Context: an optimization exercise on an open-source flow, tuned for small area and a short achievable clock period. The choices shown serve that exercise and are no tape-out recipe. The RTL was checked by simulation tests, not by an equivalence proof against the original design. Power and IR drop assume default switching activity.

== job 8666 ==
// invaders_top
module invaders_top #(
    parameter int ALIEN_COLS = 6,
    parameter int ALIEN_ROWS = 3
) (
    input  wire logic        clk,
    input  wire logic        reset,
    input  wire logic        frame_tick,
    input  wire logic        fire,
    input  wire logic        left,
    input  wire logic        right,
    input  wire logic        wb_cyc,
    input  wire logic        wb_stb,
    input  wire logic        wb_we,
    input  wire logic [2:0]  wb_adr,
    input  wire logic [31:0] wb_dat_w,
    output logic [31:0]      wb_dat_r,
    output logic             wb_ack
);
Size in the first run: about 11000 um2 of cells after synthesis.
==> flow/config.mk <==
export PLATFORM = sky130hd
export DESIGN_NAME = invaders_top
export DESIGN_NICKNAME = invaders_top
export VERILOG_FILES = /design/flow/design.v
export SDC_FILE = /design/flow/constraint.sdc
export NUM_CORES = 4
export LEC_CHECK = 0
export ABC_AREA = 1
export CAP_MARGIN = 20
export CORE_MARGIN = 2
export CORE_UTILIZATION = 40
export CTS_BUF_LIST = sky130_fd_sc_hd__clkbuf_4 sky130_fd_sc_hd__clkbuf_8
export SETUP_SLACK_MARGIN = 3.7
export SLEW_MARGIN = 20
==> flow/constraint.sdc <==
create_clock -name core_clock -period 6.0 [get_ports {clk}]
set_input_delay 1.2000 -clock core_clock [delete_from_list [all_inputs] [get_ports {clk}]]
set_output_delay 1.2000 -clock core_clock [all_outputs]
set_load 0.01 [all_outputs]
standard.sh (not shown) runs the stock make flow with config.mk's settings and CLKGATE_MAP_FILE= SYNTH_SCRIPT=/design/flow/synth_recipe.tcl, a recipe that flattens the netlist after the stock synthesis.
==> flow/flow/run.sh <==
#!/bin/bash
# The standard layout (the standard.sh), with buf_4 cells as the port
# buffers instead of the delay cells buffer_ports picks by default.
set -euo pipefail
export BUFFER_PORTS_ARGS="-buffer_cell sky130_fd_sc_hd__buf_4"
bash standard.sh > standard.log 2>&1
Job 8666 finished all stages; the layout is clean.
Modified inputs, job 5081 compared to job 8666
- ABC_AREA removed (was 1)
- SETUP_SLACK_MARGIN changed from 3.7 to 3.6
- Internal power contribution delta for job 5081 relative to job 8666: 0.00072 W higher
- Quantity of gates resized following cts: job 5081 and job 8666 compared, lower one is job 8666
- Note that the detailed-route vias per instance recorded for job 8666 amounts to 0.944 times the value seen in job 5081.
- Higher sequential power was reported by job 5081, not job 8666.
- Job 5081: reg2reg setup slack lower than job 8666
For job 3521, these inputs were changed with respect to job 5081:
- an added ABC_AREA of 1
- a change of SETUP_SLACK_MARGIN from 3.6 to 3.5
==> comparison <==
Against job 5081 as the reference, job 3521 delivers a lower area of the multi-input gates. Higher first-iteration DRC count among job 3521 and job 5081: job 3521. On critical path arrival: between job 3521 and job 5081, it ends up higher for job 5081. Summary of the comparison: arithmetic-cell share of the synthesized area counting full adders, half adders and majority gates is lower in job 3521, relative to job 5081. Job 5081 was larger in final cell area than job 3521. On job 3521: global-route usage is 0.28 points lower than what job 5081 gave. The clock-pin transition on the worst setup and hold timing paths on job 5081 is in line with that on job 3521.
> inputs changed (job 3521 -> job 2665)
- SETUP_SLACK_MARGIN: 3.5 -> 3.6
Results
- Summary of job 2665 over job 3521: flip-flop and latch count flat; routed wire length climbed 550 um; final worst hold slack picked up an extra 11 ps; weighted congestion reported at the end of routability-driven placement went up; number of flops mapped to enable cells by yosys now sits at about the same level.
- The routing usage on met3 number comes out lower for job 2665 vs job 3521.
- Between job 3521 and job 2665, instance count on the critical path is higher for job 2665, job 3521 comes in under that.
- Changes observed in job 2665 relative to job 3521: synthesized area stayed essentially flat; cell area after layout higher; via count shows no meaningful change.
The following lists how job 3636 was set up differently from job 2665:
==> flow/flow/run.sh <==
#!/bin/bash
# The standard layout (the standard.sh), with buf_4 cells as the port
# buffers instead of the delay cells buffer_ports picks by default, and a
# clock tree without the dummy loads CTS adds for balancing.
set -euo pipefail
export BUFFER_PORTS_ARGS="-buffer_cell sky130_fd_sc_hd__buf_4"
export CTS_ARGS="-sink_clustering_enable -repair_clock_nets -dont_use_dummy_load -buf_list {sky130_fd_sc_hd__clkbuf_4 sky130_fd_sc_hd__clkbuf_8}"
bash standard.sh > standard.log 2>&1
Notes after the runs:
Job 3636: done, clean on timing, DRC and antenna
Sequential share of layout area ended up 0.18 points lower on job 3636 than on job 2665.
From job 2665 to job 3636 the numbers moved as follows: slew at the pin with the worst max-slew slack closely matched the old numbers; adder-cell area share of the yosys netlist about even; worst setup slack went down by 49 ps; total power decreased by 6.3% relative to the old numbers.


## zinc
Another version of the RTL of invaders_top (not shown whole).
Size: about 150 flip-flops, about 77 I/O pins.
Settings: LEC_CHECK=0, ABC_AREA=1, CAP_MARGIN=20, CORE_MARGIN=2, CORE_UTILIZATION=40, CTS_BUF_LIST=sky130_fd_sc_hd__clkbuf_4 sky130_fd_sc_hd__clkbuf_8, SETUP_SLACK_MARGIN=3.5, SLEW_MARGIN=20, TNS_END_PERCENT=50; clock period 6.0 ns.
==> flow/flow/run.sh <==
#!/bin/bash
# The standard layout (the standard.sh), with buf_4 cells as the port
# buffers instead of the delay cells buffer_ports picks by default.
set -euo pipefail
export BUFFER_PORTS_ARGS="-buffer_cell sky130_fd_sc_hd__buf_4"
bash standard.sh > standard.log 2>&1
[inputs] harbor vs zinc
# zinc
export LEC_CHECK = 0
export ABC_AREA = 1
export CAP_MARGIN = 20
export CORE_MARGIN = 2
export CORE_UTILIZATION = 40
export CTS_BUF_LIST = sky130_fd_sc_hd__clkbuf_4 sky130_fd_sc_hd__clkbuf_8
export SETUP_SLACK_MARGIN = 3.5
export SLEW_MARGIN = 20
export TNS_END_PERCENT = 50
create_clock -name core_clock -period 6.0 [get_ports {clk}]
# harbor
export LEC_CHECK = 0
export ABC_AREA = 1
export CAP_MARGIN = 20
export CORE_MARGIN = 2
export CORE_UTILIZATION = 40
export CTS_BUF_LIST = sky130_fd_sc_hd__clkbuf_4 sky130_fd_sc_hd__clkbuf_8
export SETUP_SLACK_MARGIN = 3.55
export SLEW_MARGIN = 20
create_clock -name core_clock -period 6.0 [get_ports {clk}]
### Flow results
No stage failed in harbor, and the final checks on the layout all came back clean.
Share of total power in the clock network down 0.3 points in harbor wrt zinc
The layout overhead on the synthesized area of harbor exceeds that of zinc by 1.5 points.
harbor reports a higher wire length the detailed router placed on met1 than zinc does.
Max timing-limited maximum frequency across harbor and zinc: harbor
~same estimated wirelength of the detail-placed design in harbor and zinc
In harbor the combinational power share turned out 0.9 points higher than in zinc.

[port drivers added, routing unchanged]
The results above use ideal ports. As a check the final layouts listed here were re-extracted and re-timed, cells and wires unchanged.
Step 1 (the two cells are an assumption about what drives the block):
set clk [get_ports {clk}]
set_driving_cell -lib_cell sky130_fd_sc_hd__clkbuf_16 $clk
set_driving_cell -lib_cell sky130_fd_sc_hd__buf_2 [delete_from_list [all_inputs] $clk]
Step 2 times the ports against the registers' clock, not the clock port: input delays grow and output delays shrink by t, the midpoint of the rising clock arrivals with the driver on.
Three values: no drivers, after step 1, after step 2; two values: the first two.
run | shift t [ns] | setup slack, ns | worst setup path at the end
job 8666 | 0.498 | 3.622 / 3.622 / 3.214 | input to register
job 5081 | 0.508 | 3.310 / 3.310 / 3.129 | input to register
job 3521 | 0.502 | 3.518 / 3.537 / 3.034 | input to register
job 2665 | 0.510 | 3.632 / 3.632 / 3.134 | input to register
job 3636 | 0.499 | 3.583 / 3.583 / 3.240 | input to register
zinc | 0.520 | 3.534 / 3.534 / 3.260 | input to register
harbor | 0.510 | 3.547 / 3.547 / 3.150 | input to register
After both steps setup and hold are still met in every run listed. The setup slack of job 2665, which loses most, moves by 0.000 ns with the drivers and by -0.498 ns with both steps.
